This design comes from an exercise in tuning for small area, a short achievable clock period and few clock cycles per item on the open sky130 flow, not from production work. RTL that was checked went through simulation tests only; none was proved equivalent to the original. Only the layout flow was run in run 3; the RTL was not checked for function there. No activity file was given, so power comes from the tool's default toggle rates.

--- flow/flow/run.sh ---
#!/bin/bash
set -euo pipefail
work=$(pwd)
{
  echo "include $work/config.mk"
  echo "export BUFFER_PORTS_ARGS = -buffer_cell sky130_fd_sc_hd__buf_2"
} > "$work/own_config.mk"
sed "s#DESIGN_CONFIG=[^ ]*#DESIGN_CONFIG=$work/own_config.mk#" standard.sh > own_standard.sh
bash own_standard.sh > "$work/own_flow.log" 2>&1
--- flow/standard.sh ---
#!/bin/bash
# synth_recipe.tcl (not shown) runs the flow's synth.tcl, then flattens the netlist and writes it again
# the make line also repeats each setting of config.mk as NAME=value (left out here)
make -C /OpenROAD-flow-scripts/flow DESIGN_CONFIG=/design/flow/config.mk WORK_HOME=/design/flow/orfs CLKGATE_MAP_FILE= SYNTH_SCRIPT=/design/flow/synth_recipe.tcl "${@:-finish}"
--- flow/config.mk ---
export PLATFORM = sky130hd
export DESIGN_NAME = fixflo_top
export DESIGN_NICKNAME = fixflo_top
export VERILOG_FILES = /design/flow/design.v
export SDC_FILE = /design/flow/constraint.sdc
export NUM_CORES = 4
export LEC_CHECK = 0
export ABC_AREA = 1
export CAP_MARGIN = 20
export CORE_MARGIN = 2
export CORE_UTILIZATION = 40
export SETUP_SLACK_MARGIN = 4.5
export SLEW_MARGIN = 20
--- flow/constraint.sdc ---
create_clock -name core_clock -period 7.7 [get_ports {clk}]
set_input_delay 1.5400 -clock core_clock [delete_from_list [all_inputs] [get_ports {clk}]]
set_output_delay 1.5400 -clock core_clock [all_outputs]
set_load 0.01 [all_outputs]
--- flow/design.v ---
`default_nettype none
package fixflo_pkg;
  localparam int DATA_W = 16;
  localparam int FRAC_W = 8;    
  localparam int MAN_W    = 10;
  localparam int EXP_W    = 5;
  localparam int EXP_BIAS = 15;
  localparam int EXP_MAX  = 31;
  localparam logic [DATA_W-1:0] QNAN = 16'h7E00;
  localparam int ADR_W = 3;
  localparam logic [ADR_W-1:0] REG_A      = 3'd0;
  localparam logic [ADR_W-1:0] REG_B      = 3'd1;
  localparam logic [ADR_W-1:0] REG_CTRL   = 3'd2;  
  localparam logic [ADR_W-1:0] REG_RESULT = 3'd3;
  localparam logic [ADR_W-1:0] REG_STATUS = 3'd4;
  localparam int STAT_FLAGS_LSB = 0;
  localparam int STAT_DONE      = 8;
  typedef enum logic [1:0] {
    OP_FIX_ADD = 2'd0,
    OP_FIX_MUL = 2'd1,
    OP_FLT_MUL = 2'd2
  } op_e;   
  typedef struct packed {
    logic overflow;
    logic zero;
    logic nan;
    logic prec_lost;
  } flags_t;
endpackage
`default_nettype wire
`timescale 1ns/1ps
`default_nettype none
module fixflo_top (
  input  logic                          clk,
  input  logic                          reset,
  input  logic                          wb_cyc,
  input  logic                          wb_stb,
  input  logic                          wb_we,
  input  logic [fixflo_pkg::ADR_W-1:0]  wb_adr,
  input  logic [fixflo_pkg::DATA_W-1:0] wb_dat_i,
  output logic [fixflo_pkg::DATA_W-1:0] wb_dat_o,
  output logic                          wb_ack
);
  localparam logic [1:0] OP_ADD = 2'd0;
  localparam logic [1:0] OP_MUL = 2'd1;
  localparam logic [1:0] OP_FLT = 2'd2;
  logic [15:0] reg_a, reg_b;
  logic [15:0] res;         
  logic [3:0]  flags;       
  logic        done;
  logic        busy;        
  logic        fin;         
  logic [1:0]  op;
  logic [2:0]  cnt;         
  logic [15:0] acc;
  logic        sticky;
  logic        c_flt, c_add, c_keep;
  logic [1:0]  d;
  logic req, acc_en, wr, rd_result, ctrl_wr, ab_wr, b_wr;
  logic [1:0] opc;
  assign req       = wb_cyc & wb_stb;
  assign acc_en    = req & ~wb_ack;
  assign wr        = acc_en & wb_we;
  assign rd_result = acc_en & ~wb_we & (wb_adr == fixflo_pkg::REG_RESULT);
  assign opc       = wb_dat_i[1:0];
  assign ctrl_wr   = wr & (wb_adr == fixflo_pkg::REG_CTRL);
  assign b_wr      = wr & (wb_adr == fixflo_pkg::REG_B);
  assign ab_wr     = wr & ((wb_adr == fixflo_pkg::REG_A) | (wb_adr == fixflo_pkg::REG_B));
  logic [15:0] x;
  logic [15:0] acc_in;
  logic [17:0] sum;
  assign x      = c_flt ? {6'b000001, reg_a[9:0]} : reg_a;
  assign acc_in = (acc & {16{c_keep}}) | (reg_b & {16{c_add}});
  assign sum    = {2'b00, acc_in} + ({2'b00, x} & {18{d[0]}}) + ({1'b0, x, 1'b0} & {18{d[1]}});
  logic last;
  always_comb
    case (op)
      OP_MUL:  last = (cnt == 3'd7);
      OP_FLT:  last = (cnt == 3'd4);
      default: last = 1'b1;
    endcase
  logic       busy_st, fin_st;
  logic [2:0] cnt_st;
  always_comb
  begin
    busy_st = busy;
    fin_st  = fin;
    cnt_st  = cnt;
    if (reset || fin)
    begin
      busy_st = 1'b0;
      fin_st  = 1'b0;
      cnt_st  = 3'd0;
    end
    else if (busy)
    begin
      cnt_st = cnt + 3'd1;
      fin_st = last;
    end
    else
      cnt_st = {2'b00, ~ab_wr & (cnt == 3'd0)};
  end
  logic       st_step;
  logic       st_flt, st_add, st_keep;
  logic [1:0] st_d;
  logic       ln_flt, ln_add, ln_keep;
  logic [1:0] ln_d;
  logic [2:0]  ln_cnt;
  assign st_step = busy_st & ~fin_st;
  assign st_flt  = ~busy_st | (op == OP_FLT);
  assign st_add  = st_step & (op == OP_ADD);
  assign st_keep = (cnt_st != 3'd0);
  assign st_d    = st_add    ? 2'b01 :
                   busy_st   ? reg_b[2*cnt_st +: 2] :
                   b_wr      ? wb_dat_i[1:0] :          
                   cnt_st[0] ? reg_b[3:2] : reg_b[1:0];
  assign ln_flt  = (opc == OP_FLT) | (opc == 2'd3);
  assign ln_add  = (opc == OP_ADD);
  assign ln_keep = (opc == OP_FLT);
  assign ln_cnt  = (opc == OP_FLT) ? cnt + 3'd1 : 3'd0;
  assign ln_d    = ln_add ? 2'b01 : (opc == OP_FLT) ? (cnt[0] ? reg_b[5:4] : reg_b[3:2]) : reg_b[1:0];
  logic go;                   
  assign go = ctrl_wr & ~reset;
  logic        sr;
  logic [4:0]  ea, eb;
  logic [9:0]  fa, fb;
  logic        a_zero, b_zero, a_inf, b_inf, a_nan, b_nan;
  logic [5:0]  e_sum;
  logic [5:0]  e_unb;
  logic        c_nan, c_inf, c_zero;
  logic [11:0] pre;           
  assign sr     = reg_a[15] ^ reg_b[15];
  assign ea     = reg_a[14:10];
  assign eb     = reg_b[14:10];
  assign fa     = reg_a[9:0];
  assign fb     = reg_b[9:0];
  assign a_zero = (ea == 5'd0);
  assign b_zero = (eb == 5'd0);
  assign a_inf  = (ea == 5'd31) & (fa == 10'd0);
  assign b_inf  = (eb == 5'd31) & (fb == 10'd0);
  assign a_nan  = (ea == 5'd31) & (fa != 10'd0);
  assign b_nan  = (eb == 5'd31) & (fb != 10'd0);
  assign c_nan  = a_nan | b_nan | (a_inf & b_zero) | (b_inf & a_zero);
  assign c_inf  = a_inf | b_inf;
  assign c_zero = a_zero | b_zero;
  assign e_sum  = {1'b0, ea} + {1'b0, eb};
  assign e_unb  = {1'b0, ea + eb + 5'd17};    
  logic ovf0, ovf1, uf0, uf1;
  assign ovf0 = (e_sum >= 6'd46);
  assign ovf1 = (e_sum >= 6'd45);
  assign uf0  = (e_sum <  6'd16);
  assign uf1  = (e_sum <  6'd15);
  assign pre = {c_nan,
                ~c_nan & (c_inf | (~c_zero & ovf0)),
                ~c_nan & (c_inf | (~c_zero & ovf1)),
                ~c_nan & ~c_inf & (c_zero | uf0),
                ~c_nan & ~c_inf & (c_zero | uf1),
                ~c_zero & uf0,
                ~c_zero & uf1,
                e_unb[4:0]};
  logic [11:0] s_top;         
  logic        n;
  logic [9:0]  mant;
  logic [4:0]  f_exp;
  logic        f_nan, f_inf, f_zero, f_uf;
  logic [15:0] f_res;
  logic [3:0]  f_flags;
  assign s_top  = acc[11:0] + {1'b1, fa};    
  assign n      = s_top[11];
  assign mant   = n ? s_top[10:1] : s_top[9:0];
  assign f_exp  = n ? res[4:0] + 5'd1 : res[4:0];
  assign f_nan  = res[11];
  assign f_inf  = n ? res[9] : res[10];
  assign f_zero = n ? res[7] : res[8];
  assign f_uf   = n ? res[5] : res[6];
  always_comb
  begin
    if (f_nan)
      f_res = fixflo_pkg::QNAN;
    else if (f_inf)
      f_res = {sr, 5'h1F, 10'h0};
    else if (f_zero)
      f_res = {sr, 15'h0};
    else
      f_res = {sr, f_exp, mant};
  end
  assign f_flags = {f_inf, f_zero, f_nan,
                    f_uf | (~f_nan & ~f_inf & ~f_zero & (sticky | (n & s_top[0])))};
  logic [15:0] res_nx;
  logic [3:0]  flags_nx;      
  always_comb
  begin
    case (op)
      OP_MUL:
      begin
        res_nx   = {acc[7:0], res[7:0]};
        flags_nx = {(|acc[15:8]), (res_nx == 16'h0), 1'b0, sticky};
      end
      OP_FLT:
      begin
        res_nx   = f_res;
        flags_nx = f_flags;
      end
      default:
      begin
        res_nx   = {acc[13:0], res[7:6]};
        flags_nx = {acc[14], (res_nx == 16'h0), 2'b00};
      end
    endcase
  end
  always_ff @(posedge clk)
  begin
    acc    <= sum[17:2];
    busy   <= go ? (opc != 2'd3) : busy_st;
    fin    <= go ? 1'b0 : fin_st;
    op     <= go ? opc : op;
    cnt    <= go ? ln_cnt : cnt_st;
    c_flt  <= go ? ln_flt : st_flt;
    c_add  <= go ? ln_add : st_add;
    c_keep <= go ? ln_keep : st_keep;
    d      <= go ? ln_d : st_d;
    if (reset)
    begin
      wb_ack <= 1'b0;
      reg_a  <= '0;
      reg_b  <= '0;
      res    <= '0;
      flags  <= '0;
      done   <= 1'b0;
    end
    else
    begin
      wb_ack <= acc_en;
      if (wr && wb_adr == fixflo_pkg::REG_A) reg_a <= wb_dat_i;
      if (wr && wb_adr == fixflo_pkg::REG_B) reg_b <= wb_dat_i;
      if (rd_result) done <= 1'b0;
      if (fin)
      begin
        res   <= res_nx;
        flags <= flags_nx;
        done  <= 1'b1;
      end
      else if (busy)
      begin
        if ((op == OP_MUL && cnt[2]) || op == OP_ADD)
          res[7:0] <= {sum[1:0], res[7:2]};
        if (op == OP_FLT)
          res[11:0] <= pre;
      end
    end
    if (!busy || (!fin && (op == OP_FLT || !cnt[2])))
      sticky <= (c_keep & sticky) | (|sum[1:0]);
  end
  logic sel_a, sel_b, sel_res, sel_stat;
  always_ff @(posedge clk)
  begin
    sel_a    <= (wb_adr == fixflo_pkg::REG_A);
    sel_b    <= (wb_adr == fixflo_pkg::REG_B);
    sel_res  <= (wb_adr == fixflo_pkg::REG_RESULT);
    sel_stat <= (wb_adr == fixflo_pkg::REG_STATUS);
  end
  assign wb_dat_o = (reg_a & {16{sel_a}}) | (reg_b & {16{sel_b}}) | (res & {16{sel_res}}) |
                    ({7'd0, done, 4'd0, flags} & {16{sel_stat}});
endmodule
`default_nettype wire
==> out/metrics.yaml, run 1 <==
pwr:
  seq_power_share_pct: 47.1
  p_int_mw: 0.7222
  power.switching_mw: 0.2979
  clock_power_share_pct: 42.3
  p_comb_share_pct: 10.6
  powerDensity_mw_per_mm2: 131.6
  ir_drop_mv: 0.1094
  leakagePower_nw: 3.622
  switching_share_pct: 29.20
timing:
  tns_ns: 0
  period_needed_ns: 3.127
  clock.fmax_ghz: 0.3198
  maxSlewViolCount: 0
  grt_setup_unrepaired: "yes"
  tightest_slew_ns: 0.8899
  period_share_pct: 40.62
  finalHoldViolCount: 0
  fin_worst_skew_ns: 0.007980
  finalSetupViolations: 0
  hold_slack_ns: 0.4667
  relSlewSlack_pct: 40.46
floorplan:
  core-area_sq_mm: 0.01724
  fp.dieH_um: 136.4
  start_util_pct: 40.69
  dieArea_sq_mm: 0.01861
  die-width_um: 136.4
  rows: 48
  ioPinCount: 41
clock_network:
  h-tree-depth: 3
  cts-root-buf: "clkbuf_16"
  cts_tree: "done"
  clk-insertion-delay-late_ns: 0.36
  cts.sinks: 87
  cts_hold_buf: 0
  cts_buffer_depth: 2
  numCtsBuffers: 9
  path_clk_slew_ns: 0.07
placed_design:
  gp_congestion: 0.9921
  hpwl_mm: 18.81
  port_buffers: 40
  place_inst: 1289
  place_area_sq_mm: 0.007347
final_layout:
  num-fill-cells: 1788
  antenna_cells: 0
  area_growth_pct: 10.54
  stdcell_area_sq_mm: 0.007752
  finalNetCount: 1169
  layout_common_cells: "240 x nand2_1, 186 x inv_1, 82 x a21oi_1"
  final_common_cell: "nand2_1"
  fin_util_pct: 44.98
  layout-drive-gt1-share_pct: 10.32
  instances_no_fill: 1310
worst_setup_path:
  crit_fanout: 11
  start_kind: "register"
  ff2ff_setup_slack_ns: 4.63
  startpoint: "sel_a"
  arrival_ns: 1.59
  timing.rr.start: "c_add"
  cp.required_ns: 6.16
  end_kind: "output port"
  critPathKind: "register to output port"
yosys:
  yosysTopAreaCell: "dfxtp_1"
  synth.distinct_cells: 52
  synthArstFlopShare_pct: 0
  postSynthRegisterBits: 87
  synthesis.area_sq_mm: 0.007013
  syn-instance-count: 1053
  synth_area_leaders: "dfxtp_1 24%, nand2_1 13%, inv_1 10%"
  ys_seq_area_share_pct: 25.26
  yosys_warnings: 1
  ys.flop_type: "dfxtp_1"
  avgSynthCellArea_sq_um: 6.660
  syn-num-nets: 1142
  synth_top_area_share_pct: 23.98
  synth_edf_count: 3
flow_run:
  drv_cap: 0
global_route:
  grt_pass1_vias: 6584
  grt_usage_pct: 26.52
  grt_pass1_wl_mm: 36.94
  grt_max_degree: 46
  grt_antenna_before_repair: 0
  grt_overflow_total: 0
detailed_routing:
  drt_wl_total_mm: 24.03
  viasPerCell: 5.455
  detail_route.wl_per_cell_um: 18.34
  drtIter0Drc: 702
  firstDrtPassIters: 5
  vias: 7146
  ant_nets: 0
  drc: 0
outcome:
  status: "finished clean"
hold_path:
  min_path_type: "register to register"
  hold_start: "flags[0]"
==> worst max-delay path, stage by stage (launching register included) <==
cell and delay [ns]:
dfxtp_1 0.47, inv_1 0.26, o221ai_1 0.31, buf_2 0.19
==> cells by family after synthesis <==
group	synth area share (%)
and+or+nand+nor	25.82
adders and majority gates	13.95
xor gates and xnor gates	2.997
buffers and inverters	12.44
DFF	25.26
AOI/OAI and AO/OA	19.54
==> per-stage QoR <==
stage               power [mW]  setup slack (ns)
global route             1.054             4.470
CTS                      1.022             4.512
global placement        0.5901             3.950
finish                   1.020             4.573
floorplan               0.5520             4.763
detailed placement      0.5900             3.890
==> final timing paths <==
kind / cells past startpoint / endpoint
max: 3 / wb_dat_o[5]
min: 2 / flags[0]
max reg2reg: 16 / acc[11]
min reg2reg: 2 / flags[0]
==> timing repair <==
| item | CTS | global route |
|---|---|---|
| resized for setup | 9 | 18 |
| hold endpoints to repair | 0 | 0 |
| endpoints found under the setup margin | 13 | 13 |
| setup buffers | 4 | 1 |
==> power by group through the flow <==
stage	Combinational (mW)	Clock (mW)	Sequential, mW
final	0.108	0.432	0.481
after global routing	0.119	0.453	0.481
after CTS	0.104	0.438	0.480
after detailed placement	0.100	0	0.490
after global placement	0.100	0	0.490
after floorplan	0.0737	0	0.478
==> area by class of cell <==
cell class | count | area [sq um] | area share, %
Clock buffer | 9 | 225.2 | 2.905
Multi-Input combinational cell | 745 | 4442 | 57.29
Tap cell | 225 | 281.5 | 3.631
Sequential cell | 87 | 1782 | 22.98
Clock inverter | 7 | 52.55 | 0.6779
Inverter | 191 | 724.4 | 9.345
Timing Repair Buffer | 46 | 245.2 | 3.163
==> flip-flops by register name, indices dropped and copies added (netlist names), 2 cells and up <==
name and flops:
acc 16, reg_a 16, reg_b 16, res 16
flags 4, cnt 3, d 2, op 2
==> layer usage <==
metal / up-vias / global-route usage, % / part of all wire [%]
met4: 0 / 8.623 / 2.8
met2: 323 / 39.50 / 43
li1: 3505 / - / -
met1: 3269 / 38.33 / 46
met3: 49 / 5.071 / 8.1
met5: - / 0 / 0
==> Yosys cell counts (8+ instances only) <==
cell	instances
a21oi_1	84
clkbuf_1	20
dfxtp_1	84
fa_1	22
ha_1	43
inv_1	188
nand2_1	242
nand2_2	9
nand3_1	53
nand4_1	20
nor2_1	58
nor3_1	11
o211ai_1	8
o21ai_0	79
o21ai_1	9
o221ai_1	11
o22ai_1	24
xnor2_1	9
xor2_1	15
Testbench counts, summed over its fixed seeds: cycles 31,048, ops 2,400.
==> run 2, diff against run 1 <==
--- a/flow/config.mk
+++ b/flow/config.mk
@@ -9,5 +9,6 @@
 export CAP_MARGIN = 20
 export CORE_MARGIN = 2
 export CORE_UTILIZATION = 40
+export CTS_BUF_LIST = sky130_fd_sc_hd__clkbuf_8
 export SETUP_SLACK_MARGIN = 4.5
 export SLEW_MARGIN = 20
==> out/metrics.yaml, run 2 <==
timing:
  finalSetupViolations: 0  # unchanged
  maxSlewViolCount: 0  # unchanged
  tns_ns: 0  # unchanged
  period_needed_ns: 3.158  # +0.03085 ns
  fin_worst_skew_ns: 0.01328  # +0.005300 ns
  relSlewSlack_pct: 49.27  # +8.8 points
  clock.fmax_ghz: 0.3166  # -0.98%
  finalHoldViolCount: 0  # unchanged
  tightest_slew_ns: 0.7598  # -0.1300 ns
  period_share_pct: 41.02  # +0.40 points
  grt_setup_unrepaired: "yes"
yosys:
  avgSynthCellArea_sq_um: 6.660  # unchanged
  synth_most_common_cell: "nand2_1"
  synthesis.area_sq_mm: 0.007013  # unchanged
  yosysTopAreaCell: "dfxtp_1"
  synth_edf_count: 3  # unchanged
  yosys_warnings: 1  # unchanged
  ys.flop_type: "dfxtp_1"
  synth.distinct_cells: 52  # unchanged
  postSynthRegisterBits: 87  # unchanged
  synthArstFlopShare_pct: 0  # unchanged
  synth_commonest_cells: "242 x nand2_1, 188 x inv_1, 84 x a21oi_1, 84 x dfxtp_1, 79 x o21ai_0"
  syn-instance-count: 1053  # unchanged
  synth_area_leaders: "dfxtp_1 24%, nand2_1 13%, inv_1 10%"
  synth_top_area_share_pct: 23.98  # unchanged
  syn-num-nets: 1142  # unchanged
  ys_seq_area_share_pct: 25.26  # unchanged
global_route:
  grt_pass1_wl_mm: 36.85  # -0.22%
  grt_overflow_total: 0  # unchanged
  grt_antenna_before_repair: 0  # unchanged
  grt_pass1_vias: 6553  # -0.47%
  grt_max_degree: 46  # unchanged
  grt_usage_pct: 26.36  # -0.16 points
outcome:
  status: "finished clean"
pwr:
  powerDensity_mw_per_mm2: 118.1  # -10%
  leakagePower_nw: 3.594  # -0.77%
  total_power_mw: 0.9069  # -11%
  ir_drop_mv: 0.07513  # -31%
final_layout:
  num-fill-cells: 1805  # +0.95%
  finalNetCount: 1174  # +0.43%
  final_common_cell: "nand2_1"
  layout_common_cells: "240 x nand2_1, 185 x inv_1, 83 x a21oi_1"
  antenna_cells: 0  # unchanged
  layout-drive-gt1-share_pct: 10.83  # +0.50 points
  area_growth_pct: 9.456
placed_design:
  port_buffers: 40  # unchanged
  hpwl_mm: 18.81  # unchanged
  gp_congestion: 0.9921  # unchanged
floorplan:
  core-area_sq_mm: 0.01724  # unchanged
  die-width_um: 136.4  # unchanged
  ioPinCount: 41  # unchanged
  rows: 48  # unchanged
  dieArea_sq_mm: 0.01861  # unchanged
  start_util_pct: 40.69  # unchanged
  fp.dieH_um: 136.4  # unchanged
flow_run:
  drv_cap: 0  # unchanged
clock_network:
  cts_tree: "done"
  cts-root-buf: "clkbuf_8"
  h-tree-depth: 3  # unchanged
  path_clk_slew_ns: 0.10  # +0.03 ns
  numCtsBuffers: 9  # unchanged
  clk-insertion-delay-late_ns: 0.39  # +0.03 ns
  cts_buffer_depth: 2  # unchanged
  cts.sinks: 87  # unchanged
detailed_routing:
  ant_nets: 0  # unchanged
  drtIter0Drc: 763  # +8.7%
  firstDrtPassIters: 5  # unchanged
  viasPerCell: 5.456  # about the same
  vias: 7174  # +0.39%
  drt_wl_total_mm: 24.06  # +0.13%
  drc: 0  # unchanged
  detail_route.wl_per_cell_um: 18.30  # -0.25%
worst_setup_path:
  critPathKind: "register to output port"
  crit_fanout: 6  # -5
  arrival_ns: 1.62  # +0.03 ns
  end_kind: "output port"
  cp.required_ns: 6.16  # about the same
  start_kind: "register"
hold_path:
  min_path_type: "register to register"
==> run 2: cell types whose count changed in the layout (fill, tap and decap cells not counted), sizes merged <==
cell | before | now
buf | 46 | 50
clkinvlp | 2 | 4
inv | 192 | 191
==> run 2: through the flow <==
stage / setup slack (ns) / hold WS (ns) / cell area, sq um / cells / utilization (%)
after floorplan: 4.763 / 0.4257 / 7013 / 1053 / -
after global placement: 3.950 / 0.4543 / 7347 / 1289 / 42.62
after detailed placement: 3.890 / 0.4505 / 7347 / 1289 / 42.62
after CTS: 4.439 / 0.4654 / 7532 / 1305 / 43.70
after global routing: 4.382 / 0.5050 / 7676 / 1315 / 44.53
final: 4.542 / 0.4713 / 7676 / 1315 / 44.53
==> run 2: report_power, final <==
group	switching (mW)	internal (mW)
clock network	0.196	0.121
registers	0.0194	0.461
logic	0.0704	0.0387
total	0.285	0.622
==> run 2: path summary, 6_finish.rpt <==
path | start | slack (ns) | cells past startpoint | endpoint
max | res[2] | 4.54 | 5 | wb_dat_o[2]
min | flags[0] | 0.47 | 2 | flags[0]
max reg2reg | acc[4] | 4.59 | 15 | acc[11]
min reg2reg | flags[0] | 0.47 | 2 | flags[0]
==> run 2: cells by family (layout without fill, tap and decap cells) <==
kind of cell               Yosys count  in the layout  synth area share, %
and+or+nand+nor                    416            416                25.82
xor gates and xnor gates            24             24                2.997
DFF                                 87             87                25.26
buffers and inverters              221            258                12.44
AOI/OAI and AO/OA                  240            240                19.54
adders and majority gates           65             65                13.95
==> run 2: area by class of cell <==
cell class	instances	area, sq um	area share [%]
Timing Repair inverter	1	5.005	0.06520
Multi-Input combinational cell	745	4425	57.65
Clock inverter	7	52.55	0.6846
Clock buffer	9	123.9	1.614
Sequential cell	87	1784	23.24
Timing Repair Buffer	50	275.3	3.586
Tap cell	225	281.5	3.667
Inverter	191	728.2	9.487
==> run 2: what timing repair did <==
action	CTS	global route
setup buffers	0	9
gates cloned	0	1
endpoints found under the setup margin	12	18
resized for setup	5	22
endpoints found under the hold margin	0	0
pin swaps	0	0
hold buffers	0	0
==> run 2: worst max-delay path: stages (launching register included) <==
cell     delay (ns)
dfxtp_1        0.44
inv_1          0.13
o21ai_0        0.25
a21oi_1        0.07
o21ai_0        0.14
buf_2          0.20
==> run 2: metal layers <==
metal	up-vias	global-route usage (%)	part of all wire, %
met3	47	4.512	8.3
met5	-	0	0
li1	3514	-	-
met1	3306	38.59	46
met4	0	7.697	2.4
met2	307	39.50	44
==> run 3, diff against run 2 <==
--- a/flow/design.v
+++ b/flow/design.v
@@ -168,11 +168,11 @@
   assign s_top  = acc[11:0] + {1'b1, fa};    
   assign n      = s_top[11];
   assign mant   = n ? s_top[10:1] : s_top[9:0];
-  assign f_exp  = n ? res[4:0] + 5'd1 : res[4:0];
-  assign f_nan  = res[11];
-  assign f_inf  = n ? res[9] : res[10];
-  assign f_zero = n ? res[7] : res[8];
-  assign f_uf   = n ? res[5] : res[6];
+  assign f_exp  = n ? pre[4:0] + 5'd1 : pre[4:0];
+  assign f_nan  = pre[11];
+  assign f_inf  = n ? pre[9] : pre[10];
+  assign f_zero = n ? pre[7] : pre[8];
+  assign f_uf   = n ? pre[5] : pre[6];
   always_comb
   begin
     if (f_nan)
@@ -244,8 +244,6 @@
       begin
         if ((op == OP_MUL && cnt[2]) || op == OP_ADD)
           res[7:0] <= {sum[1:0], res[7:2]};
-        if (op == OP_FLT)
-          res[11:0] <= pre;
       end
     end
     if (!busy || (!fin && (op == OP_FLT || !cnt[2])))
--- a/flow/config.mk
+++ b/flow/config.mk
@@ -9,6 +9,5 @@
 export CAP_MARGIN = 20
 export CORE_MARGIN = 2
 export CORE_UTILIZATION = 40
-export CTS_BUF_LIST = sky130_fd_sc_hd__clkbuf_8
 export SETUP_SLACK_MARGIN = 4.5
 export SLEW_MARGIN = 20
==> out/metrics.yaml, run 3 <==
outcome:
  status: "finished clean"
timing:
  tns_ns: 0  # unchanged
  grt_setup_unrepaired: "yes"
  clock.fmax_ghz: 0.3158  # -0.28%
  period_share_pct: 41.13  # +0.11 points
  finalSetupViolations: 0  # unchanged
  maxSlewViolCount: 0  # unchanged
  tightest_slew_ns: 1.029  # +0.2692 ns
  fin_worst_skew_ns: 0.006146  # -0.007135 ns
  finalHoldViolCount: 0  # unchanged
  relSlewSlack_pct: 31.14  # -18 points
  period_needed_ns: 3.167  # +0.008780 ns
global_route:
  grt_pass1_vias: 6433  # -1.8%
  grt_antenna_before_repair: 0  # unchanged
  grt_pass1_wl_mm: 35.49  # -3.7%
  grt_max_degree: 49  # +6.5%
  grt_overflow_total: 0  # unchanged
  grt_usage_pct: 25.18  # -1.2 points
final_layout:
  layout_common_cells: "225 x nand2_1, 154 x inv_1, 81 x nor2_1"
  layout-drive-gt1-share_pct: 12.56  # +1.7 points
  finalNetCount: 1151  # -2.0%
  num-fill-cells: 1799  # -0.33%
  antenna_cells: 0  # unchanged
  seq_area_sq_mm: 0.001790  # +0.35%
  stdcell_area_sq_mm: 0.007851  # +2.3%
  final_common_cell: "nand2_1"
  area_growth_pct: 13.10
  multi_input_area_sq_mm: 0.004523  # +2.2%
  instances_no_fill: 1292  # -1.7%
detailed_routing:
  ant_nets: 0  # unchanged
  viasPerCell: 5.446  # -0.18%
  drt_wl_total_mm: 22.77  # -5.4%
  drtIter0Drc: 743  # -2.6%
  vias: 7036  # -1.9%
  detail_route.wl_per_cell_um: 17.62  # -3.7%
  firstDrtPassIters: 6  # +1
  drc: 0  # unchanged
clock_network:
  cts_buffer_depth: 2  # unchanged
  cts_tree: "done"
  numCtsBuffers: 9  # unchanged
  path_clk_slew_ns: 0.06  # -0.04 ns
  cts.sinks: 87  # unchanged
  h-tree-depth: 3  # unchanged
  cts-root-buf: "clkbuf_16"
  clk-insertion-delay-late_ns: 0.35  # -0.04 ns
yosys:
  synth_most_common_cell: "nand2_1"
  synth_top_area_share_pct: 24.22  # +0.25 points
  synth.distinct_cells: 56  # +7.7%
  synth_commonest_cells: "228 x nand2_1, 157 x inv_1, 84 x dfxtp_1"
  synthesis.area_sq_mm: 0.006942  # -1.0%
  postSynthRegisterBits: 87  # unchanged
  avgSynthCellArea_sq_um: 6.753  # +1.4%
  syn-num-nets: 1116  # -2.3%
  synthArstFlopShare_pct: 0  # unchanged
  yosys_warnings: 1  # unchanged
  syn-instance-count: 1028  # -2.4%
  synth_area_leaders: "dfxtp_1 24%, nand2_1 12%, inv_1 8.5%"
  ys_seq_area_share_pct: 25.52  # +0.26 points
  synth_edf_count: 3  # unchanged
  yosysTopAreaCell: "dfxtp_1"
  ys.flop_type: "dfxtp_1"
floorplan:
  core-area_sq_mm: 0.01712  # -0.70%
  rows: 48  # unchanged
  ioPinCount: 41  # unchanged
  start_util_pct: 40.56  # -0.13 points
  fp.dieH_um: 135.7  # -0.49%
  dieArea_sq_mm: 0.01842  # -0.99%
  die-width_um: 135.7  # -0.49%
worst_setup_path:
  end_kind: "output port"
  start_kind: "register"
  critPathKind: "register to output port"
  path_buf_inv: 2  # unchanged
  crit_chain: "inv_1, o22ai_1, a221o_1, buf_2"
  arrival_ns: 1.63  # about the same
  critPathMaxStageDelay_ns: 0.40  # -0.04 ns
  crit_fanout: 9  # +3
  crit_slowest_cell: "dfxtp_2"
  cp.required_ns: 6.16  # about the same
  path_delay_family: "compound AO/OA/AOI/OAI gates"
pwr:
  ir_drop_mv: 0.1191  # +58%
  powerDensity_mw_per_mm2: 134.7  # +14%
  leakagePower_nw: 3.662  # +1.9%
placed_design:
  place_area_sq_mm: 0.007317  # -0.41%
  port_buffers: 40  # unchanged
  gp_congestion: 0.9143  # -7.8%
  place_inst: 1267  # -1.7%
  hpwl_mm: 17.36  # -7.7%
flow_run:
  drv_cap: 0  # unchanged
hold_path:
  min_path_type: "register to register"
[run 3: final cells by class]
class | count | share of cell area [%]
clock buffers | 11 | 3.235
inverters | 165 | 8.064
clock inverters | 4 | 0.9880
flip-flops and latches | 87 | 22.80
multi-input cells | 748 | 57.61
well taps | 225 | 3.586
repair buffers | 52 | 3.713
[run 3: worst paths after layout]
path | depth (start not counted) | from | endpoint | slack (ns)
max | 4 | sel_a | wb_dat_o[0] | 4.53
min | 2 | flags[0] | flags[0] | 0.46
max reg2reg | 17 | c_keep | acc[14] | 4.65
min reg2reg | 2 | flags[0] | flags[0] | 0.46
[run 3: repair_timing]
action	in CTS	in global routing
setup buffers	4	6
endpoints found under the setup margin	6	11
resized for setup	7	32
hold buffers	0	0
pin swaps	0	3
[run 3: logic make-up after synthesis]
logic type | share of synthesized area [%]
and+or+nand+nor | 29.29
AOI/OAI and AO/OA | 17.66
buffers and inverters | 10.71
DFF | 25.52
adders and majority gates | 13.91
xor gates and xnor gates | 2.902
[run 3: tightest hold or removal path: stages, from the launching register on]
cell and delay [ns]:
dfxtp_1 0.31, nand2_1 0.06, nand2_1 0.04
[run 3: stage by stage]
stage	setup slack [ns]	total power, mW	hold WS (ns)	util, %
final	4.533	1.058	0.4553	45.87
after global placement	4.040	0.5596	0.4424	42.75
after global routing	4.431	1.088	0.4678	45.87
after CTS	4.502	1.054	0.4544	44.93
after floorplan	4.855	0.5302	0.4257	-
after detailed placement	3.969	0.5601	0.4429	42.75
[run 3: power breakdown]
group          leakage [nW]  internal [mW]  total, mW  switching (mW)
clock network         0.161          0.304      0.498           0.194
logic                  2.79         0.0310     0.0856          0.0546
registers             0.714          0.459      0.474          0.0152
total                  3.66          0.794       1.06           0.264
[run 3: routing by layer]
metal,track usage [%],vias to the layer above,wire (um),part of all wire (%)
met5,0,-,0,0
met4,7.755,0,577,2.5
met3,5.686,48,1989,8.7
met2,38.83,288,10070,44
met1,34.97,3258,10130,44
li1,-,3442,-,-

-- re-timing with driven ports --
The flow's constraints put no driver on any port. The routed layouts listed below were extracted and timed again, unchanged, in two steps. Step 1 sets driving cells, clkbuf_16 on the clock port and buf_2 on the other inputs (assumed; they add their load-dependent delay and slew). Step 2, shift: input delay + t, output delay - t, t = (earliest + latest rising clock arrival at the registers) / 2. This alone moves slack from input paths to output paths. a / b / c = ideal / step 1 / step 2; a / b = the first two.
| run | t, ns | slack for setup (ns) | worst hold slack (ns) |
|---|---|---|---|
| run 1 | 0.395 | 4.573 / 4.531 / 4.271 | 0.467 / 0.467 / 0.467 |
| run 2 | 0.422 | 4.542 / 4.506 / 4.241 | 0.471 / 0.471 / 0.471 |
| run 3 | 0.396 | 4.533 / 4.487 / 4.337 | 0.455 / 0.455 / 0.455 |
After both steps setup and hold are still met in every run listed. For run 1, which loses most, drivers alone change the setup slack by -0.042 ns; drivers and shift together by -0.302 ns.
